This is an optimization exercise on Yosys and OpenROAD, whose aim is small area, not a production implementation.
Only simulation tests tie the RTL to the original design; equivalence was not proved.
No activity file was given, so power comes from the tool's default toggle rates.

==> flow/design.v <==
`timescale 1ns/1ps
module word_store (
   input  logic        spi_clk,
   input  logic        commit,     
   input  logic [5:0]  addr,
   input  logic [4:0]  sel,        
   input  logic        wr_ins,     
   input  logic        wr_bit,
   input  logic        hold,       
   output logic        rbuf_bit    
);
   logic [31:0] ring [64];
   logic [31:0] rbuf;
   logic        tap;
   logic        rbuf_in;
   assign tap      = sel[4] ? ring[addr][15] : ring[addr][31];
   assign rbuf_bit = rbuf[{sel[4] & commit, sel[3:0]}];
   assign rbuf_in  = wr_ins ? wr_bit : (hold ? rbuf[31] : tap);
   for (genvar w = 0; w < 64; w++) begin : g_ring
      always_ff @(posedge spi_clk)
         ring[w] <= {ring[w][30:0],
                     (commit && addr == 6'(w)) ? rbuf_bit : ring[w][31]};
   end
   always_ff @(posedge spi_clk)
      rbuf <= {rbuf[30:0], rbuf_in};
endmodule
`timescale 1ns/1ps
module spi_mem_bridge
(
   input  logic        spi_clk,
   input  logic        spi_ss,
   input  logic        spi_mosi,
   output logic        spi_miso,
   output logic [2:0]  leds
);
   localparam logic [2:0] IDLE    = 3'd0,
                          READ_BIT  = 3'd1,
                          WRITE_BIT = 3'd2,
                          READ_MEM  = 3'd3,
                          WRITE_MEM = 3'd4,
                          IDLE_RD   = 3'd5,    
                          IDLE_ONE  = 3'd6;    
   logic [2:0]  bit_ctr;
   logic [2:0]  state;
   logic [3:0]  mem_ctr;
   logic [23:0] hist;        
   logic [7:0]  rx_byte;
   logic        byte_done;
   logic        idle;
   logic [7:0]  ctrl;
   logic        stat_bit;
   logic [4:0]  ph;
   logic [4:0]  sel;
   logic [5:0]  addr;
   logic        commit;
   logic        wr_ins;
   logic        hold;
   logic        rbuf_bit;
   logic [7:0]  reply;
   logic        data_out;
   assign byte_done = (bit_ctr == 3'd7);
   assign rx_byte   = {hist[6:0], spi_mosi};
   assign idle      = (state == IDLE) || (state == IDLE_RD) || (state == IDLE_ONE);
   always_ff @(posedge spi_clk or posedge spi_ss) begin
      if (spi_ss) begin
         bit_ctr <= '0;
         state   <= IDLE;
         mem_ctr <= '0;
      end else begin
         bit_ctr <= bit_ctr + 3'd1;
         if (byte_done) begin
            if (idle) begin
               mem_ctr <= '0;
               case (rx_byte)
                  8'h01:  state <= READ_BIT;
                  8'h02: state <= WRITE_BIT;
                  8'h03:  state <= READ_MEM;
                  8'h04: state <= WRITE_MEM;
                  default:        state <= IDLE;
               endcase
            end else if (state == READ_BIT) begin
               state <= stat_bit ? IDLE_ONE : IDLE;
            end else if (state == WRITE_BIT) begin
               state <= IDLE;
            end else begin
               mem_ctr <= mem_ctr + 4'd1;
               if (mem_ctr == 4'd9)
                  state <= (state == READ_MEM) ? IDLE_RD : IDLE;
            end
         end
      end
   end
   always_ff @(posedge spi_clk)
      hist <= {hist[22:0], spi_mosi};
   always_ff @(posedge spi_clk or posedge spi_ss) begin
      if (spi_ss)
         ctrl <= '0;
      else if (byte_done && state == WRITE_BIT && !rx_byte[4])
         ctrl[rx_byte[3:1]] <= rx_byte[0];
   end
   assign leds = ~ctrl[2:0];
   assign stat_bit = (rx_byte[4:0] == 5'd16) || (rx_byte[4:0] == 5'd12) ||
                     (rx_byte[4:3] == 2'b00 && ctrl[rx_byte[2:0]]);
   always_ff @(posedge spi_clk)
      ph <= ph + 5'd1;
   assign wr_ins = (state == WRITE_MEM) && (mem_ctr >= 4'd3) && (mem_ctr <= 4'd6);
   assign hold   = commit || (state == WRITE_MEM);
   always_ff @(posedge spi_clk) begin
      if (byte_done && ((state == READ_MEM && mem_ctr == 4'd3) ||
                        (state == WRITE_MEM && mem_ctr == 4'd7)))
         addr <= rx_byte[7:2];
      if (wr_ins && mem_ctr == 4'd3 && bit_ctr == 3'd0)
         sel <= ~ph;
      else if (byte_done && state == READ_MEM && mem_ctr == 4'd3)
         sel <= ph + 5'd24;
      if (byte_done && state == WRITE_MEM && mem_ctr == 4'd8)
         commit <= 1'b1;
      else if ((state == READ_MEM || state == WRITE_MEM) && mem_ctr == 4'd3)
         commit <= 1'b0;
   end
   word_store store0 (
      .spi_clk, .commit, .addr, .sel, .wr_ins, .wr_bit (hist[23]), .hold,
      .rbuf_bit
   );
   always_comb begin
      reply = 8'h00;
      case (state)
         WRITE_MEM:
            case (mem_ctr)
               4'd1, 4'd2, 4'd3, 4'd4: reply = {4'd0, mem_ctr - 4'd1};   
               4'd6:                   reply = 8'h04;                    
               4'd7:                   reply = 8'h06;
               4'd8:                   reply = 8'h07;
               4'd9:                   reply = 8'hAA;
               default:                reply = 8'h00;
            endcase
         READ_MEM:
            case (mem_ctr)
               4'd5:    reply = 8'hAA;
               4'd6:    reply = 8'h04;                                   
               default: reply = 8'h00;
            endcase
         IDLE_ONE: reply = 8'h01;
         default:  reply = 8'h00;
      endcase
   end
   assign data_out = (state == READ_MEM && mem_ctr >= 4'd7) || (state == IDLE_RD);
   always_ff @(negedge spi_clk or posedge spi_ss) begin
      if (spi_ss)
         spi_miso <= 1'b0;
      else
         spi_miso <= data_out ? rbuf_bit : reply[~bit_ctr];
   end
endmodule
==> flow/run.sh <==
#!/bin/bash
# synth_recipe.tcl (not shown) runs the flow's synth.tcl, then flattens the netlist and writes it again
# the make line also repeats each setting of config.mk as NAME=value (left out here)
make -C /OpenROAD-flow-scripts/flow DESIGN_CONFIG=/design/flow/config.mk WORK_HOME=/design/flow/orfs CLKGATE_MAP_FILE= SYNTH_SCRIPT=/design/flow/synth_recipe.tcl finish
==> flow/config.mk <==
export PLATFORM = sky130hd
export DESIGN_NAME = spi_mem_bridge
export DESIGN_NICKNAME = spi_mem_bridge
export VERILOG_FILES = /design/flow/design.v
export SDC_FILE = /design/flow/constraint.sdc
export NUM_CORES = 4
export LEC_CHECK = 0
export CAP_MARGIN = 20
export CORE_MARGIN = 2
export CORE_UTILIZATION = 60
export CTS_CLUSTER_DIAMETER = 60
export CTS_CLUSTER_SIZE = 40
export SLEW_MARGIN = 20
==> flow/constraint.sdc <==
create_clock -name core_clock -period 10.0 [get_ports {spi_clk}]
set_input_delay 2.0000 -clock core_clock [delete_from_list [all_inputs] [get_ports {spi_clk}]]
set_output_delay 2.0000 -clock core_clock [all_outputs]
set_load 0.01 [all_outputs]
==> impl_metrics.tcl, run 1 <==
set metrics [dict create \
    synth_fp_nets 2722 \
    critPathMaxStageDelay_ps 530 \
    min_path_type "register to register" \
    synth_area_um2 46600 \
    ys_warn_count 3 \
    drtIter0Drc 951 \
    cts-resized-gates 0 \
    path_buf_inv 1 \
    core_um2 77200 \
    num-nets-final 2760 \
    clkSlewWorstSetupHoldPaths_ps 110 \
    die_w_um 283 \
    clk_latency_ps 680 \
    arrival_ps 6560 \
    grt_use_met2_pct 23.5 \
    antenna_cells 0 \
    avgSynthCellArea_um2 17.2 \
    crit_family "buffers and inverters" \
    fillers 5277 \
    met3_usage_pct 2.74 \
    ioPinCount 7 \
    grt_overflow 0 \
    cp-end-kind "output port" \
    crit_type "register to output port" \
    worstPathMaxFanout 1 \
    crit_slowest_cell "clkdlybuf4s50_1" \
    hold_viol_final 0 \
    setup-tns-final_ps 0 \
    grt_pass1_wl_um 99400 \
    finalSetupViolCount 0 \
    vias_per_cell 4.63 \
    htree_levels 3 \
    r2r_cells 4 \
    synthTopCellsByCount "dfxtp_1, a21oi_1, a31oi_1" \
    cts-root-buf "clkbuf_16" \
    synth.area.top_cells "dfxtp_1, a21oi_1, dfrtp_1" \
    relSlewSlack_pct 34.9 \
    ys.flop_type "dfxtp_1" \
    grt_setup_unrepaired "false" \
    grt_use_met1_pct 24.8 \
    antenna_found_initial 3 \
    grt_max_degree 65 \
    hold_depth 0 \
    portBuffers 6 \
    first_global_vias 17400 \
    cp_num_cells 1 \
    vias 17900 \
    finalPower_w 0.0134 \
    dieArea_um2 80000 \
    first_pass_iters 5 \
    worstMarginPinSlew_ps 967 \
    synth_top_area_share_pct 90.6 \
    numCtsBuffers 87 \
    yosysMostFrequentCell "dfxtp_1" \
    clock-sinks 2140 \
    post_cts_buffers 0 \
    maxCapViolCount 0 \
    synth-seq-cells 2140 \
    grt_usage_pct 16.3 \
    top_usage_layer "met1" \
    cp-start-kind "register" \
    synth_edf_count 11 \
    crit_required_ps 8000 \
    die_h_um 283 \
    drive_above_1_share_pct 7.74 \
    row_count 102 \
    path_cells "clkdlybuf4s50_1" \
    synth_cells 2707 \
    pwr_density_cell_nw_per_um2 260 \
    clockBufferDepth 3 \
    ir_drop_mv 0.193 \
    area_delta_synth_final_pct 10.2 \
    ys_seq_area_share_pct 92.3 \
    dp_hpwl_um 38300 \
    wl_per_cell_um 16.7 \
    synth_area_leader_cell "dfxtp_1" \
    leakagePower_nw 20.2 \
    start_util_pct 60.4 \
    status "complete, no violations" \
    totalWireLength_um 64300 \
    async_flop_share_pct 0.888 \
    route.antenna.remaining_nets 0 \
    finClkSkew_ps 56.1 \
    yosysUniqueCellTypes 61 \
    place.gp.congestion 0.790 \
    drc 0 \
    ctsHoldBuffers 0 \
    maxSlewViolCount 0 \
    cts_tree "done" \
]
==> sequential cells by signal, indices dropped and copies added, names as in the netlist, 3 cells and up <==
signal,cells
store0.ring,2048
store0.rbuf,32
hist,24
ctrl,8
addr,6
ph,5
sel,5
mem_ctr,4
bit_ctr,3
state,3
==> final timing paths <==
check / from / end / slack (ps)
setup / recovery: spi_miso$_DFF_NP0_ / spi_miso / 1440
hold / removal: hist[14]$_DFF_P_ / hist[15]$_DFF_P_ / 310
setup reg to reg: sel[0]$_DFFE_PP_ / spi_miso$_DFF_NP0_ / 2700
hold reg to reg: hist[14]$_DFF_P_ / hist[15]$_DFF_P_ / 310
max in group asynchronous: spi_ss / spi_miso$_DFF_NP0_ / 2790
min in group asynchronous: spi_ss / ctrl[2]$_DFFE_PP0P_ / 1770
==> layer usage <==
metal	share of wire, %	vias to the layer above
met3	3.4	128
met1	52	8620
met4	3.4	0
li1	-	8851
met5	0	-
met2	41	266
==> power by group <==
part	leakage, nW	internal [W]	total (W)	switching [W]
Sequential	17.3	0.00853	0.00854	0.00000342
Clock	1.65	0.00198	0.00483	0.00285
Combinational	1.20	0.00000323	0.00000833	0.00000509
==> area by class of cell <==
| type | instances | area [um^2] | share of cell area, % |
|---|---|---|---|
| Clock buffer | 94 | 2250 | 4.39 |
| Clock inverter | 66 | 1250 | 2.42 |
| Inverter | 21 | 78.8 | 0.153 |
| Multi-Input combinational cell | 470 | 3290 | 6.39 |
| Sequential cell | 2140 | 43000 | 83.7 |
| Tap cell | 1040 | 1300 | 2.53 |
| Timing Repair Buffer | 25 | 203 | 0.394 |
==> cells in the final DEF, fill, tap and decap left out, types with 4 or more instances in the layout <==
master              n
nor3b_1             5
inv_12              8
nor2_1             25
nor4b_2             4
and2_1              6
nand2_1            43
inv_1              20
clkdlybuf4s50_1     6
inv_6               8
a21oi_1            93
o211ai_1            6
nor2b_1             5
a211oi_1            4
clkinv_8            6
mux2i_1             6
a22oi_1            19
edfxtp_1           11
clkinv_16          15
dfxtp_1          2110
buf_4              19
mux2_2             12
a221oi_1            9
nand3_1            19
mux4_2             12
xnor2_1             6
and4b_1             6
clkbuf_16          88
nor4_1              4
o21ai_0            31
inv_16             16
nand2b_1            7
ha_1               12
dfrtp_1            18
a31oi_1            70
a32oi_1             4
==> kinds of logic (layout without fill, tap and decap cells) <==
kind of cell               after synthesis  after routing  synth area share (%)
xor gates and xnor gates                 9              9                 0.169
adders and majority gates               12             12                 0.322
buffers and inverters                   97            206                 0.872
muxes                                   31             31                  1.02
and+or+nand+nor                        153            153                  1.80
AOI/OAI and AO/OA                      265            265                  3.52
DFF                                   2140           2140                  92.3
==> stage by stage <==
| step | setup WS, ps | area (um^2) | hold slack, ps | utilization (%) | instances |
|---|---|---|---|---|---|
| global placement | 2090 | 47900 | 309 | 62.0 | 3696 |
| CTS | 1400 | 51400 | 310 | 66.6 | 3856 |
| detailed placement | 2050 | 47900 | 312 | 62.0 | 3696 |
| finish | 1440 | 51400 | 310 | 66.6 | 3856 |
| global route | 1390 | 51400 | 316 | 66.6 | 3856 |
| floorplan | 2590 | 46600 | 310 | - | 2707 |
==> inputs of run 2 (changes only) <==
--- a/flow/config.mk
+++ b/flow/config.mk
@@ -9,5 +9,3 @@
 export CORE_MARGIN = 2
-export CORE_UTILIZATION = 60
-export CTS_CLUSTER_DIAMETER = 60
-export CTS_CLUSTER_SIZE = 40
+export CORE_UTILIZATION = 30
 export SLEW_MARGIN = 20
==> run 2 against run 1 <==
  * Synthesized cell count did not move
  * Critical path type unchanged
  * Critical endpoint unchanged
  * Critical path depth did not move
  * Setup slack got worse by 41 ps
  * Total power rose by 17%
  * Sequential share of layout area fell by 6.2 points
  * Still clean
  * Global-route usage fell by 8.2 points
  * Final cell count rose by 31%
  * Core utilization fell by 31 points
  * Cell area rose by 8.0%
==> impl_metrics.tcl, run 2 <==
set metrics [dict create \
    ioPinCount 7 \
    largest-register "store0.ring" \
    crit_slowest_cell "clkdlybuf4s50_1" \
    crit_family "buffers and inverters" \
    wl_per_cell_um 12.9 \
    grt_pass1_wl_um 99300 \
    clockBufferDepth 3 \
    grt_overflow 0 \
    path_buf_inv 1 \
    crit_path_end "spi_miso" \
    hold_viol_final 0 \
    synth_cells 2707 \
    relSlewSlack_pct 39.6 \
    ys_warn_count 3 \
    leakagePower_nw 21.6 \
    p_seq_share_pct 54.6 \
    clkSlewWorstSetupHoldPaths_ps 60 \
    die_w_um 398 \
    final_cell_mix "dfxtp_1, clkbuf_16, a21oi_1" \
    p_int_w 0.0126 \
    synthTopCellsByCount "dfxtp_1, a21oi_1, a31oi_1" \
    antenna_found_initial 5 \
    crit_type "register to output port" \
    whs_ps 271 \
    critPathMaxStageDelay_ps 530 \
    synth_fp_nets 2722 \
    r2r_slack_ps 2620 \
    grt_max_degree 65 \
    ys.flop_type "dfxtp_1" \
    totalWireLength_um 64900 \
    dieArea_um2 159000 \
    vias 18500 \
    num-nets-final 2854 \
    synth_area_um2 46600 \
    yosysUniqueCellTypes 61 \
    r2r_cells 4 \
    finalSetupViolCount 0 \
    arrival_ps 6600 \
    regArea_um2 43000 \
    synth-seq-cells 2140 \
    synth_top_area_share_pct 90.6 \
    worstMarginPinSlew_ps 903 \
    dp_hpwl_um 37200 \
    hold_depth 0 \
    p_comb_share_pct 0.1 \
    synth_edf_count 11 \
    numCtsBuffers 181 \
    clk_latency_ps 770 \
    vias_per_cell 3.66 \
    place.gp.congestion 0.799 \
    cts_tree "done" \
    top_regs "store0.ring (2048), store0.rbuf (32), hist (24)" \
    multi_input_area_um2 3270 \
    portBuffers 6 \
    cp-end-kind "output port" \
    start_util_pct 30.2 \
    core_um2 154000 \
    status "complete, no violations" \
    synth.area.top_cells "dfxtp_1, a21oi_1, dfrtp_1" \
    finClkSkew_ps 87.0 \
    first_pass_iters 5 \
    drtIter0Drc 1275 \
    min_path_type "register to register" \
    row_count 144 \
    cts-root-buf "clkbuf_16" \
    die_h_um 398 \
    ir_drop_mv 0.169 \
    final_common_cell "dfxtp_1" \
    cp_num_cells 1 \
    maxCapViolCount 0 \
    htree_levels 4 \
    async_flop_share_pct 0.888 \
    yosysMostFrequentCell "dfxtp_1" \
    maxSlewViolCount 0 \
    r2r-end "spi_miso$_DFF_NP0_" \
    grt_setup_unrepaired "false" \
    p_sw_w 0.00303 \
    fillers 14400 \
    post_cts_buffers 0 \
    pwr_density_cell_nw_per_um2 282 \
    p_sw_share_pct 19.4 \
    crit_required_ps 8000 \
    area_delta_synth_final_pct 19.1 \
    setup-tns-final_ps 0 \
    ctsHoldBuffers 0 \
    route.antenna.remaining_nets 0 \
    worstPathMaxFanout 1 \
    rr_startpoint "sel[0]$_DFFE_PP_" \
    first_global_vias 17800 \
    cts-resized-gates 0 \
    avgSynthCellArea_um2 17.2 \
    p_clk_share_pct 45.3 \
    drive_above_1_share_pct 12.2 \
    crit_start "spi_miso$_DFF_NP0_" \
    drc 0 \
    grt_usage_pct 8.13 \
    synth_area_leader_cell "dfxtp_1" \
    path_cells "clkdlybuf4s50_1" \
    largest_register_ff_count 2048 \
    cp-start-kind "register" \
    clock-sinks 2140 \
    ys_seq_area_share_pct 92.3 \
]
run 2: cell counts after synthesis:
Identical to the previous run, type by type.
run 2: cells by family (layout without fill, tap and decap cells):
| group | count (synthesis) | count (layout) | share of synthesized area, % |
|---|---|---|---|
| AO/OA/AOI/OAI | 265 | 265 | 3.52 |
| XOR/XNOR | 9 | 9 | 0.169 |
| adder cells (fa/ha/maj) | 12 | 12 | 0.322 |
| buffers and inverters | 97 | 385 | 0.872 |
| flip-flops | 2140 | 2140 | 92.3 |
| multiplexers | 31 | 31 | 1.02 |
| other | 0 | 4 | 0 |
| AND/OR/NAND/NOR | 153 | 153 | 1.80 |
run 2: power groups by stage:
stage                     sequential (W)  clock, W  combinational (W)
after global routing             0.00853   0.00764         0.00000939
after detailed placement         0.00873         0         0.00000829
final                            0.00854   0.00709         0.00000822
after floorplan                  0.00873         0         0.00000650
after global placement           0.00873         0         0.00000824
after CTS                        0.00854   0.00728         0.00000836
run 2: how the worst min path moves through the flow:
| stage | start | slack, ps | endpoint |
|---|---|---|---|
| 2_1_floorplan | hist[9]$_DFF_P_ | 310 | hist[10]$_DFF_P_ |
| 3_3_place_gp | store0.ring[34][20]$_DFF_P_ | 310 | store0.ring[34][21]$_DFF_P_ |
| 3_5_place_dp | store0.ring[28][14]$_DFF_P_ | 310 | store0.ring[28][15]$_DFF_P_ |
| 4_1_cts | store0.ring[23][9]$_DFF_P_ | 270 | store0.ring[23][10]$_DFF_P_ |
| 5_1_grt | store0.ring[62][10]$_DFF_P_ | 270 | store0.ring[62][11]$_DFF_P_ |
| 6_report | store0.ring[23][9]$_DFF_P_ | 270 | store0.ring[23][10]$_DFF_P_ |
run 2: metal layers:
| metal | up-vias | wire, um | track usage [%] |
|---|---|---|---|
| met4 | 2 | 1990 | 3.88 |
| met1 | 8823 | 33800 | 11.7 |
| met5 | - | 13 | 0 |
| met2 | 362 | 26000 | 11.3 |
| met3 | 151 | 3090 | 2.09 |
| li1 | 9141 | - | - |
run 2: cell type report:
class | instances | area share [%]
antenna | 4 | 0.0180
multi-input combinational | 470 | 5.89
tap | 2044 | 4.61
sequential | 2140 | 77.5
inverter | 21 | 0.142
clock buffer | 256 | 9.40
timing repair buffer | 25 | 0.374
clock inverter | 83 | 2.05
run 2: metrics by stage:
stage	utilization, %	total power [W]	area, um^2	setup slack, ps	std cells
final	36.0	0.0156	55500	1400	5043
after global routing	36.0	0.0162	55500	1330	5039
after CTS	36.0	0.0158	55500	1340	5037
after detailed placement	31.9	0.00874	49100	2080	4698
after global placement	31.9	0.00874	49100	2090	4698
after floorplan	-	0.00873	46600	2590	2707
==> inputs of run 3 (changes only) <==
==> flow/flow/run.sh (new file) <==
#!/bin/bash
# The standard layout, with clock tree synthesis told not to add dummy
# loads and to cluster up to 30 sinks within 80 um per leaf buffer.
set -euo pipefail
export CTS_ARGS="-sink_clustering_enable -repair_clock_nets -dont_use_dummy_load -sink_clustering_size 30 -sink_clustering_max_diameter 80"
bash standard.sh > standard.log 2>&1
==> flow/standard.sh (new file) <==
#!/bin/bash
# synth_recipe.tcl (not shown) runs the flow's synth.tcl, then flattens the netlist and writes it again
# the make line also repeats each setting of config.mk as NAME=value (left out here)
make -C /OpenROAD-flow-scripts/flow DESIGN_CONFIG=/design/flow/config.mk WORK_HOME=/design/flow/orfs CLKGATE_MAP_FILE= SYNTH_SCRIPT=/design/flow/synth_recipe.tcl "${@:-finish}"
--- a/flow/config.mk
+++ b/flow/config.mk
@@ -9,3 +9,3 @@
 export CORE_MARGIN = 2
-export CORE_UTILIZATION = 30
+export CORE_UTILIZATION = 60
 export SLEW_MARGIN = 20
removed: flow/run.sh
==> run 3 against run 2 <==
  * Largest power group unchanged
  * Clock power is 47% lower
  * Die area is 50% lower
  * Highest routed layer is now met4
  * Still clean
  * First-iteration DRC count is 18% lower
  * Core utilization is 29 points higher
==> impl_metrics.tcl, run 3 <==
set metrics [dict create \
    portBuffers 6 \
    row_count 102 \
    critPathMaxStageDelay_ps 530 \
    maxSlewViolCount 0 \
    finClkSkew_ps 55.4 \
    route.antenna.remaining_nets 0 \
    r2r_slack_ps 2700 \
    num-nets-final 2755 \
    final_common_cell "dfxtp_1" \
    final_cell_mix "dfxtp_1, a21oi_1, clkbuf_16" \
    clk_latency_ps 630 \
    place_area_um2 47900 \
    maxCapViolCount 0 \
    pwr_density_cell_nw_per_um2 246 \
    synth_top_area_share_pct 90.6 \
    path_buf_inv 1 \
    yosysMostFrequentCell "dfxtp_1" \
    die_h_um 283 \
    dpl_worst_slack_ps 2050 \
    grt_overflow 0 \
    ioPinCount 7 \
    async_flop_share_pct 0.888 \
    synth_fp_nets 2722 \
    synth-seq-cells 2140 \
    status "complete, no violations" \
    drc 0 \
    start_util_pct 60.4 \
    wl_per_cell_um 16.9 \
    synth_area_leader_cell "dfxtp_1" \
    dp_hpwl_um 38300 \
    fin_ws_ps 1490 \
    ctsHoldBuffers 0 \
    ys.flop_type "dfxtp_1" \
    clock-sinks 2140 \
    leakagePower_nw 19.5 \
    clockBufferDepth 3 \
    drtIter0Drc 1050 \
    whs_ps 284 \
    ys_seq_area_share_pct 92.3 \
    setup-tns-final_ps 0 \
    synthTopCellsByCount "dfxtp_1, a21oi_1, a31oi_1" \
    avgSynthCellArea_um2 17.2 \
    vias 17700 \
    arrival_ps 6510 \
    largest_register_ff_count 2048 \
    cts_tree "done" \
    hold_viol_final 0 \
    crit_required_ps 8000 \
    cts-resized-gates 0 \
    fin_area_um2 50000 \
    place.gp.congestion 0.790 \
    top_regs "store0.ring (2048), store0.rbuf (32), hist (24)" \
    cts-root-buf "clkbuf_16" \
    cp-end-kind "output port" \
    synth_area_um2 46600 \
    largest-register "store0.ring" \
    core_um2 77200 \
    dpl.cell_count 3696 \
    first_global_vias 17300 \
    dieArea_um2 80000 \
    clkSlewWorstSetupHoldPaths_ps 100 \
    crit_type "register to output port" \
    yosysUniqueCellTypes 61 \
    vias_per_cell 4.69 \
    crit_slowest_cell "clkdlybuf4s50_1" \
    synth_edf_count 11 \
    min_path_type "register to register" \
    ir_drop_mv 0.166 \
    grt_usage_pct 16.2 \
    drive_above_1_share_pct 5.22 \
    crit_family "buffers and inverters" \
    relSlewSlack_pct 36.0 \
    worstMarginPinSlew_ps 951 \
    cp-start-kind "register" \
    stdcell_count 3779 \
    die_w_um 283 \
    finalSetupViolCount 0 \
    synth.area.top_cells "dfxtp_1, a21oi_1, dfrtp_1" \
    worstPathMaxFanout 1 \
    post_cts_buffers 0 \
    path_cells "clkdlybuf4s50_1" \
    htree_levels 3 \
    totalWireLength_um 63800 \
    grt_setup_unrepaired "false" \
    synth_cells 2707 \
    first_pass_iters 7 \
    area_delta_synth_final_pct 7.13 \
    grt_max_degree 65 \
    ys_warn_count 3 \
    numCtsBuffers 82 \
    antenna_found_initial 2 \
    grt_pass1_wl_um 98600 \
]
==> run 3: cell counts after synthesis <==
No cell type changed its count.
==> run 3: cell families (layout without fill, tap and decap cells) <==
logic type / Yosys count / after routing / share of synthesized area, %
xor gates and xnor gates: 9 / 9 / 0.169
muxes: 31 / 31 / 1.02
buffers and inverters: 97 / 128 / 0.872
AOI/OAI and AO/OA: 265 / 265 / 3.52
adders and majority gates: 12 / 12 / 0.322
DFF: 2140 / 2140 / 92.3
and+or+nand+nor: 153 / 153 / 1.80
other: 0 / 1 / 0
==> run 3: area by class of cell <==
cell class,count,area [um^2]
well taps,1040,1300
inverters,21,78.8
diodes,1,2.50
clock buffers,82,2050
multi-input cells,470,3290
fillers,5405,27200
flip-flops and latches,2140,43000
repair buffers,25,203
==> run 3: metrics by stage <==
step           utilization (%)  power (W)
3_3_place_gp              62.0    0.00874
6_report                  64.7     0.0123
4_1_cts                   64.7     0.0124
5_1_grt                   64.7     0.0127
2_1_floorplan                -    0.00873
3_5_place_dp              62.0    0.00874
==> run 3: routing by layer <==
metal | global-route usage, % | vias to the layer above | part of all wire (%)
met5 | 0 | - | 0
met4 | 5.44 | 0 | 3.1
met3 | 2.96 | 120 | 3.5
met2 | 23.4 | 266 | 41
met1 | 24.7 | 8566 | 53
li1 | - | 8761 | -
==> run 3: final timing paths <==
kind | from | to | cells past startpoint
worst min register to register | store0.ring[61][9]$_DFF_P_ | store0.ring[61][10]$_DFF_P_ | 0
max in group asynchronous | spi_ss | spi_miso$_DFF_NP0_ | 2
worst min-delay path | store0.ring[61][9]$_DFF_P_ | store0.ring[61][10]$_DFF_P_ | 0
min in group asynchronous | spi_ss | ctrl[6]$_DFFE_PP0P_ | 2
worst max-delay path | spi_miso$_DFF_NP0_ | spi_miso | 1
worst max register to register | sel[0]$_DFFE_PP_ | spi_miso$_DFF_NP0_ | 4
==> run 3: where the power goes <==
part / switching, W / internal [W] / total (W)
sequential: 0.00000358 / 0.00853 / 0.00853
clock: 0.00225 / 0.00148 / 0.00373
combinational: 0.00000518 / 0.00000324 / 0.00000842
==> inputs of run 4 (changes only) <==
==> flow/flow/run.sh (replaced) <==
#!/bin/bash
# The standard layout, with clock tree synthesis told not to add dummy
# loads and to cluster up to 35 sinks within 80 um per leaf buffer.
set -euo pipefail
export CTS_ARGS="-sink_clustering_enable -repair_clock_nets -dont_use_dummy_load -sink_clustering_size 35 -sink_clustering_max_diameter 80"
bash standard.sh > standard.log 2>&1
--- a/flow/config.mk
+++ b/flow/config.mk
@@ -10,2 +10,3 @@
 export CORE_UTILIZATION = 60
+export PLACE_DENSITY = 0.75
 export SLEW_MARGIN = 20
==> run 4 against run 3 <==
  * Still clean on timing, DRC and antenna
  * Total power down 1.3%
  * First-iteration DRC count up 36%
  * Via count up 1.2%
  * Critical path type unchanged
==> impl_metrics.tcl, run 4 <==
set metrics [dict create \
    status "complete, no violations" \
    hold_viol_final 0 \
    area_delta_synth_final_pct 6.60 \
    synth_top_area_share_pct 90.6 \
    ir_drop_mv 0.183 \
    p_clk_share_pct 29.5 \
    p_sw_w 0.00224 \
    synth_edf_count 11 \
    min_to "hist[15]$_DFF_P_" \
    hold_depth 0 \
    vias_per_cell 4.75 \
    row_count 102 \
    relSlewSlack_pct 30.4 \
    num-nets-final 2746 \
    finalPower_w 0.0121 \
    final_core_util_pct 64.4 \
    leakagePower_nw 19.4 \
    portBuffers 6 \
    core_um2 77200 \
    r2r_cells 4 \
    largest-register "store0.ring" \
    place.gp.congestion 0.880 \
    synth_area_um2 46600 \
    ctsHoldBuffers 0 \
    p_int_w 0.00987 \
    cts-root-buf "clkbuf_16" \
    dp_hpwl_um 40500 \
    maxCapViolCount 0 \
    grt_setup_unrepaired "false" \
    r2r-end "spi_miso$_DFF_NP0_" \
    cp-end-kind "output port" \
    async_flop_share_pct 0.888 \
    cts-resized-gates 0 \
    grt_overflow 0 \
    route.antenna.remaining_nets 0 \
    crit_required_ps 8000 \
    post_cts_buffers 0 \
    setup-tns-final_ps 0 \
    drive_above_1_share_pct 4.80 \
    rr_startpoint "sel[0]$_DFFE_PP_" \
    htree_levels 3 \
    wl_per_cell_um 18.0 \
    final_cell_mix "dfxtp_1, a21oi_1, clkbuf_16" \
    fillers 5084 \
    largest_register_ff_count 2048 \
    maxSlewViolCount 0 \
    grt_max_degree 65 \
    finalSetupViolCount 0 \
    ioPinCount 7 \
    path_buf_inv 1 \
    yosysUniqueCellTypes 61 \
    clkSlewWorstSetupHoldPaths_ps 110 \
    first_pass_iters 8 \
    pwr_density_cell_nw_per_um2 244 \
    start_util_pct 60.4 \
    worstPathMaxFanout 1 \
    final_common_cell "dfxtp_1" \
    drc 0 \
    crit_type "register to output port" \
    min_path_type "register to register" \
    p_comb_share_pct 0.1 \
    top_regs "store0.ring (2048), store0.rbuf (32), hist (24)" \
    totalWireLength_um 67900 \
    p_seq_share_pct 70.5 \
    multi_input_area_um2 3260 \
    worstMarginPinSlew_ps 1040 \
    vias 17900 \
    crit_slowest_cell "clkdlybuf4s50_1" \
    p_sw_share_pct 18.5 \
    clockBufferDepth 3 \
    dpl_worst_slack_ps 2050 \
    die_w_um 283 \
    ys_warn_count 3 \
    cts_tree "done" \
    dieArea_um2 80000 \
    synthTopCellsByCount "dfxtp_1, a21oi_1, a31oi_1" \
    synth_cells 2707 \
    cp-start-kind "register" \
    r2r_slack_ps 2600 \
    die_h_um 283 \
    grt_usage_pct 17.4 \
    fin_ws_ps 1510 \
    crit_start "spi_miso$_DFF_NP0_" \
    ys.flop_type "dfxtp_1" \
    synth.area.top_cells "dfxtp_1, a21oi_1, dfrtp_1" \
    yosysMostFrequentCell "dfxtp_1" \
    first_global_vias 18200 \
    clk_latency_ps 650 \
    arrival_ps 6490 \
    grt_pass1_wl_um 105000 \
    synth_area_leader_cell "dfxtp_1" \
    critPathMaxStageDelay_ps 540 \
    synth-seq-cells 2140 \
    clock-sinks 2140 \
    antenna_found_initial 1 \
    dpl.cell_count 3695 \
    finClkSkew_ps 96.6 \
    stdcell_count 3771 \
    crit_family "buffers and inverters" \
    drtIter0Drc 1430 \
    regArea_um2 43000 \
    path_cells "clkdlybuf4s50_1" \
    ys_seq_area_share_pct 92.3 \
    avgSynthCellArea_um2 17.2 \
    numCtsBuffers 73 \
    hp-start "hist[14]$_DFF_P_" \
    synth_fp_nets 2722 \
]
==> run 4: cell types whose count changed in the layout (fill, tap and decap cells not counted) <==
cell       before  now
and2_1          6    8
nor3_2          1    0
nor4bb_4        2    0
diode_2         1    2
buf_4          19   18
clkbuf_16      82   73
clkbuf_2        0    1
nor4bb_2        3    5
and2_2          2    0
nor3_1          3    4
==> run 4: power by group through the flow <==
| stage | combinational [W] | sequential (W) | clock, W |
|---|---|---|---|
| final | 0.00000836 | 0.00854 | 0.00357 |
| after global routing | 0.00000952 | 0.00854 | 0.00393 |
| after CTS | 0.00000856 | 0.00854 | 0.00366 |
| after detailed placement | 0.00000842 | 0.00873 | 0 |
| after global placement | 0.00000801 | 0.00873 | 0 |
| after floorplan | 0.00000650 | 0.00873 | 0 |
==> run 4: per-layer routing <==
metal / vias up / global-route usage [%] / routed length (um)
li1: 8740 / - / -
met1: 8591 / 25.0 / 32200
met2: 433 / 26.9 / 30100
met3: 165 / 3.12 / 3420
met4: 0 / 5.81 / 2120
met5: - / 0 / 0
==> run 4: cell type report <==
cell class                 count  area share [%]
multi-input combinational    470            6.56
timing repair buffer          25           0.403
clock buffer                  73            3.67
tap                         1040            2.62
antenna                        2          0.0101
inverter                      21           0.159
sequential                  2140            86.6
==> run 4: cell families (layout without fill, tap and decap cells) <==
family	Yosys count	after routing	share of synthesized area, %
and+or+nand+nor	153	153	1.80
other	0	2	0
xor gates and xnor gates	9	9	0.169
muxes	31	31	1.02
buffers and inverters	97	119	0.872
AOI/OAI and AO/OA	265	265	3.52
adders and majority gates	12	12	0.322
DFF	2140	2140	92.3
==> run 4: how the worst max path moves through the flow <==
| stage | end | slack, ps | depth (start not counted) |
|---|---|---|---|
| floorplan | spi_miso | 2590 | 0 |
| global placement | spi_miso$_DFF_NP0_ | 2080 | 2 |
| detailed placement | spi_miso$_DFF_NP0_ | 2050 | 2 |
| CTS | spi_miso | 1470 | 1 |
| global route | spi_miso | 1460 | 1 |
| finish | spi_miso | 1510 | 1 |
==> run 4: through the flow <==
| stage | hold WS [ps] | instance area [um^2] |
|---|---|---|
| 2_1_floorplan | 310 | 46600 |
| 3_3_place_gp | 309 | 47900 |
| 3_5_place_dp | 312 | 47900 |
| 4_1_cts | 272 | 49700 |
| 5_1_grt | 270 | 49700 |
| 6_report | 271 | 49700 |
==> inputs of run 5 (changes only) <==
==> flow/flow/run.sh (replaced) <==
#!/bin/bash
# The standard layout, with clock tree synthesis told not to add dummy
# loads and to cluster up to 32 sinks within 100 um per leaf buffer.
set -euo pipefail
export CTS_ARGS="-sink_clustering_enable -repair_clock_nets -dont_use_dummy_load -sink_clustering_size 32 -sink_clustering_max_diameter 100"
bash standard.sh > standard.log 2>&1
--- a/flow/config.mk
+++ b/flow/config.mk
@@ -10,3 +10,3 @@
 export CORE_UTILIZATION = 60
-export PLACE_DENSITY = 0.75
+export PLACE_DENSITY = 0.85
 export SLEW_MARGIN = 20
==> run 5 against run 4 <==
  * Sequential share of layout area decreased by 0.13 points
  * Clock power grew 3%
  * Clock skew down 31 ps
  * Via count rose by 4.7%
  * First-iteration DRC count rose by 30%
  * Global-route usage rose by 2.1 points
  * Total power is 0.90% higher
  * Critical endpoint unchanged
  * Largest power group unchanged
==> impl_metrics.tcl, run 5 <==
set metrics [dict create \
    status "complete, no violations" \
    worstMarginPinSlew_ps 1020 \
    ctsHoldBuffers 0 \
    first_global_vias 19500 \
    synth_area_leader_cell "dfxtp_1" \
    largest_register_ff_count 2048 \
    antenna_found_initial 1 \
    ir_drop_mv 0.182 \
    synth_top_area_share_pct 90.6 \
    synth_edf_count 11 \
    first_pass_iters 10 \
    stdcell_count 3773 \
    relSlewSlack_pct 31.2 \
    critPathMaxStageDelay_ps 540 \
    synth_fp_nets 2722 \
    p_clk_share_pct 30.1 \
    area_delta_synth_final_pct 6.75 \
    fillers 4780 \
    dpl.cell_count 3695 \
    cts-root-buf "clkbuf_16" \
    p_sw_share_pct 18.8 \
    final_common_cell "dfxtp_1" \
    grt_setup_unrepaired "false" \
    cts_tree "done" \
    drive_above_1_share_pct 4.83 \
    portBuffers 6 \
    clk_latency_ps 700 \
    arrival_ps 6580 \
    top_regs "store0.ring (2048), store0.rbuf (32), hist (24)" \
    totalWireLength_um 77100 \
    place.gp.congestion 0.871 \
    crit_required_ps 8000 \
    p_int_w 0.00992 \
    path_buf_inv 1 \
    ys.flop_type "dfxtp_1" \
    async_flop_share_pct 0.888 \
    drtIter0Drc 1852 \
    die_h_um 283 \
    dp_hpwl_um 43500 \
    die_w_um 283 \
    ioPinCount 7 \
    drc 0 \
    final_cell_mix "dfxtp_1, a21oi_1, clkbuf_16" \
    crit_slowest_cell "clkdlybuf4s50_1" \
    dieArea_um2 80000 \
    htree_levels 3 \
    regArea_um2 43000 \
    maxCapViolCount 0 \
    num-nets-final 2748 \
    vias 18800 \
    finalSetupViolCount 0 \
    cp-start-kind "register" \
    crit_type "register to output port" \
    worstPathMaxFanout 1 \
    largest-register "store0.ring" \
    vias_per_cell 4.97 \
    maxSlewViolCount 0 \
    synth_cells 2707 \
    route.antenna.remaining_nets 0 \
    grt_overflow 0 \
    pwr_density_cell_nw_per_um2 245 \
    post_cts_buffers 0 \
    finClkSkew_ps 65.6 \
    cts-resized-gates 0 \
    path_cells "clkdlybuf4s50_1" \
    setup-tns-final_ps 0 \
    synth-seq-cells 2140 \
    clockBufferDepth 3 \
    clock-sinks 2140 \
    min_path_type "register to register" \
    ys_seq_area_share_pct 92.3 \
    yosysUniqueCellTypes 61 \
    leakagePower_nw 19.4 \
    grt_max_degree 65 \
    p_comb_share_pct 0.1 \
    crit_family "buffers and inverters" \
    cp-end-kind "output port" \
    grt_pass1_wl_um 116000 \
    hold_viol_final 0 \
    grt_usage_pct 19.5 \
    p_seq_share_pct 69.8 \
    clkSlewWorstSetupHoldPaths_ps 100 \
    ys_warn_count 3 \
    yosysMostFrequentCell "dfxtp_1" \
    row_count 102 \
    wl_per_cell_um 20.4 \
    synth.area.top_cells "dfxtp_1, a21oi_1, dfrtp_1" \
    multi_input_area_um2 3260 \
    avgSynthCellArea_um2 17.2 \
    synthTopCellsByCount "dfxtp_1, a21oi_1, a31oi_1" \
    start_util_pct 60.4 \
    p_sw_w 0.00230 \
    core_um2 77200 \
    synth_area_um2 46600 \
    numCtsBuffers 76 \
]
## run 5: cell types whose count changed in the layout (fill, tap and decap cells not counted), sizes merged
cell,delta
clkbuf,+2
## run 5: worst paths after layout
check / startpoint / end / slack [ps] / cells after the start
worst max-delay path: spi_miso$_DFF_NP0_ / spi_miso / 1420 / 1
worst min-delay path: store0.ring[22][23]$_DFF_P_ / store0.ring[22][24]$_DFF_P_ / 300 / 0
worst max register to register: sel[0]$_DFFE_PP_ / spi_miso$_DFF_NP0_ / 2730 / 4
worst min register to register: store0.ring[22][23]$_DFF_P_ / store0.ring[22][24]$_DFF_P_ / 300 / 0
max in group asynchronous: spi_ss / spi_miso$_DFF_NP0_ / 2830 / 2
min in group asynchronous: spi_ss / ctrl[1]$_DFFE_PP0P_ / 1760 / 2
## run 5: final cells by class
type	instances	share of cell area [%]
Antenna cell	2	0.0101
Clock buffer	76	3.82
Inverter	21	0.158
Multi-Input combinational cell	470	6.56
Sequential cell	2140	86.5
Tap cell	1040	2.61
Timing Repair Buffer	24	0.392
## run 5: stage by stage
| step | power, W | util, % | hold slack (ps) | area (um^2) | setup slack (ps) |
|---|---|---|---|---|---|
| 6_report | 0.0122 | 64.5 | 298 | 49800 | 1420 |
| 4_1_cts | 0.0123 | 64.5 | 298 | 49800 | 1380 |
| 5_1_grt | 0.0125 | 64.5 | 309 | 49800 | 1380 |
| 2_1_floorplan | 0.00873 | - | 310 | 46600 | 2590 |
| 3_5_place_dp | 0.00874 | 62.0 | 312 | 47900 | 2080 |
| 3_3_place_gp | 0.00874 | 62.0 | 310 | 47900 | 2080 |
## run 5: cell families after synthesis
| logic type | share of synthesized area, % |
|---|---|
| adders and majority gates | 0.322 |
| DFF | 92.3 |
| buffers and inverters | 0.872 |
| and+or+nand+nor | 1.80 |
| AOI/OAI and AO/OA | 3.52 |
| xor gates and xnor gates | 0.169 |
| muxes | 1.02 |
## run 5: power by group through the flow
stage                     sequential (W)  combinational [W]  clock [W]
after detailed placement         0.00873         0.00000861          0
after global placement           0.00873         0.00000771          0
after global routing             0.00854         0.00000986    0.00400
after CTS                        0.00854         0.00000873    0.00373
final                            0.00854         0.00000885    0.00368
after floorplan                  0.00873         0.00000650          0
## run 5: layer usage
metal,part of all wire (%),vias to the layer above,GRT usage (%)
met5,0.060,-,0
met4,3.8,2,8.00
met3,5.8,232,3.61
met2,47,681,32.2
met1,43,9111,25.6
li1,-,8743,-
==> inputs of run 6 (changes only) <==
--- a/flow/design.v
+++ b/flow/design.v
@@ -35,9 +35,9 @@
 );
-   localparam logic [2:0] IDLE    = 3'd0,
-                          READ_BIT  = 3'd1,
-                          WRITE_BIT = 3'd2,
-                          READ_MEM  = 3'd3,
-                          WRITE_MEM = 3'd4,
-                          IDLE_RD   = 3'd5,    
-                          IDLE_ONE  = 3'd6;    
+   localparam logic [2:0] IDLE      = 3'b100,
+                          IDLE_RD   = 3'b101,    
+                          IDLE_ONE  = 3'b110,    
+                          READ_BIT  = 3'b000,
+                          WRITE_BIT = 3'b001,
+                          READ_MEM  = 3'b010,
+                          WRITE_MEM = 3'b011;
    logic [2:0]  bit_ctr;
@@ -62,3 +62,3 @@
    assign rx_byte   = {hist[6:0], spi_mosi};
-   assign idle      = (state == IDLE) || (state == IDLE_RD) || (state == IDLE_ONE);
+   assign idle      = state[2];
    always_ff @(posedge spi_clk or posedge spi_ss) begin
==> flow/flow/run.sh (replaced) <==
#!/bin/bash
# The standard layout, with clock tree synthesis told not to add dummy
# loads and to cluster up to 35 sinks within 80 um per leaf buffer.
set -euo pipefail
export CTS_ARGS="-sink_clustering_enable -repair_clock_nets -dont_use_dummy_load -sink_clustering_size 35 -sink_clustering_max_diameter 80"
bash standard.sh > standard.log 2>&1
--- a/flow/config.mk
+++ b/flow/config.mk
@@ -10,3 +10,3 @@
 export CORE_UTILIZATION = 60
-export PLACE_DENSITY = 0.85
+export PLACE_DENSITY = 0.75
 export SLEW_MARGIN = 20
==> run 6 against run 5 <==
  * Sequential power hardly changed
  * Total power decreased by 0.84%
  * Worst hold slack worse by 50 ps
  * Wire length down 15%
  * Non-clock buffer count grew 5
  * Synthesized cell count fell by 0.63%
  * Clock power down 3%
  * Via count shrank 5.3%
  * Highest routed layer is now met4
  * Largest cell class unchanged
  * Sequential share of layout area increased by 0.13 points
  * Cell area is 0.15% lower
  * First-iteration DRC count decreased by 34%
==> impl_metrics.tcl, run 6 <==
set metrics [dict create \
    ioPinCount 7 \
    largest-register "store0.ring" \
    async_flop_share_pct 0.888 \
    cts-resized-gates 0 \
    core_um2 77200 \
    synth.area.top_cells "dfxtp_1, a31oi_1, dfrtp_1" \
    relSlewSlack_pct 32.9 \
    place.gp.congestion 0.795 \
    route.antenna.remaining_nets 0 \
    ys.flop_type "dfxtp_1" \
    min_path_type "register to register" \
    r2r-end "spi_miso$_DFF_NP0_" \
    die_w_um 283 \
    dp_hpwl_um 38200 \
    area_delta_synth_final_pct 6.76 \
    r2r_slack_ps 2590 \
    arrival_ps 6490 \
    die_h_um 283 \
    final_common_cell "dfxtp_1" \
    fillers 5130 \
    largest_register_ff_count 2048 \
    grt_usage_pct 16.8 \
    drtIter0Drc 1219 \
    synthTopCellsByCount "dfxtp_1, a21oi_1, a31oi_1" \
    synth_fp_nets 2705 \
    maxCapViolCount 0 \
    synth_area_leader_cell "dfxtp_1" \
    path_cells "clkdlybuf4s50_1" \
    synth_edf_count 11 \
    antenna_cells 0 \
    path_buf_inv 1 \
    post_cts_buffers 0 \
    antenna_found_initial 0 \
    ctsHoldBuffers 0 \
    ir_drop_mv 0.169 \
    rr_startpoint "mem_ctr[1]$_DFFE_PP0P_" \
    hold_depth 0 \
    htree_levels 3 \
    cts-root-buf "clkbuf_16" \
    clockBufferDepth 3 \
    crit_required_ps 8000 \
    setup-tns-final_ps 0 \
    crit_family "buffers and inverters" \
    hp-start "store0.ring[22][23]$_DFF_P_" \
    num-nets-final 2741 \
    worstPathMaxFanout 1 \
    clkSlewWorstSetupHoldPaths_ps 110 \
    drc 0 \
    r2r_cells 9 \
    grt_pass1_wl_um 102000 \
    first_global_vias 17800 \
    vias 17800 \
    synth_top_area_share_pct 90.7 \
    whs_ps 249 \
    totalWireLength_um 65900 \
    cp-end-kind "output port" \
    grt_setup_unrepaired "false" \
    yosysUniqueCellTypes 63 \
    portBuffers 6 \
    drive_above_1_share_pct 4.81 \
    maxSlewViolCount 0 \
    grt_overflow 0 \
    finClkSkew_ps 82.9 \
    clk_latency_ps 650 \
    pwr_density_cell_nw_per_um2 244 \
    synth_cells 2690 \
    crit_type "register to output port" \
    critPathMaxStageDelay_ps 530 \
    vias_per_cell 4.72 \
    crit_slowest_cell "clkdlybuf4s50_1" \
    final_cell_mix "dfxtp_1, a21oi_1, a31oi_1" \
    row_count 102 \
    hold_viol_final 0 \
    numCtsBuffers 73 \
    wl_per_cell_um 17.5 \
    status "complete, no violations" \
    cts_tree "done" \
    yosysMostFrequentCell "dfxtp_1" \
    top_regs "store0.ring (2048), store0.rbuf (32), hist (24)" \
    finalSetupViolCount 0 \
    first_pass_iters 5 \
    ys_seq_area_share_pct 92.4 \
    ys_warn_count 3 \
    start_util_pct 60.3 \
    synth-seq-cells 2140 \
    cp-start-kind "register" \
    avgSynthCellArea_um2 17.3 \
    leakagePower_nw 19.4 \
    synth_area_um2 46600 \
    dieArea_um2 79900 \
    min_to "store0.ring[22][24]$_DFF_P_" \
    grt_max_degree 65 \
    worstMarginPinSlew_ps 997 \
    clock-sinks 2140 \
]
[run 6: cell families after synthesis]
group                      Yosys count  share of synthesized area (%)
xor gates and xnor gates            12                          0.226
and+or+nand+nor                    150                           1.79
buffers and inverters               91                          0.798
AOI/OAI and AO/OA                  256                           3.46
muxes                               29                          0.967
adders and majority gates           12                          0.322
DFF                               2140                           92.4
[run 6: worst max-delay path by stage]
stage,from,to,slack [ps],cells past startpoint
floorplan,spi_miso$_DFF_NP0_,spi_miso,2590,0
global placement,spi_miso$_DFF_NP0_,spi_miso,2090,1
detailed placement,spi_miso$_DFF_NP0_,spi_miso,2100,1
CTS,spi_miso$_DFF_NP0_,spi_miso,1470,1
global route,spi_miso$_DFF_NP0_,spi_miso,1450,1
finish,spi_miso$_DFF_NP0_,spi_miso,1510,1
[run 6: power by group]
| group | internal (W) | switching, W |
|---|---|---|
| logic | 0.00000436 | 0.00000586 |
| clock network | 0.00133 | 0.00224 |
| registers | 0.00853 | 0.00000454 |
| total | 0.00987 | 0.00225 |
[run 6: area by class of cell]
| class | instances | area [um^2] | area share (%) |
|---|---|---|---|
| sequential | 2140 | 43000 | 86.6 |
| multi-input combinational | 459 | 3220 | 6.48 |
| clock buffer | 73 | 1830 | 3.67 |
| tap | 1040 | 1300 | 2.62 |
| timing repair buffer | 29 | 233 | 0.468 |
| inverter | 23 | 86.3 | 0.174 |
[run 6: per-layer routing]
layer | part of all wire, % | up-vias | wire (um) | track usage (%)
li1 | - | 8714 | - | -
met3 | 3.6 | 156 | 2360 | 2.87
met4 | 3.9 | 0 | 2570 | 6.59
met5 | 0 | - | 0 | 0
met1 | 49 | 8544 | 32400 | 24.4
met2 | 43 | 353 | 28600 | 25.6
[run 6: metrics by stage]
step	util [%]	total power, W	area, um^2	worst slack, ps	cells
final	64.4	0.0121	49700	1510	3764
after global routing	64.4	0.0125	49700	1450	3764
after CTS	64.4	0.0122	49700	1470	3764
after detailed placement	62.0	0.00874	47900	2100	3691
after global placement	62.0	0.00874	47900	2090	3691
after floorplan	-	0.00874	46600	2590	2690
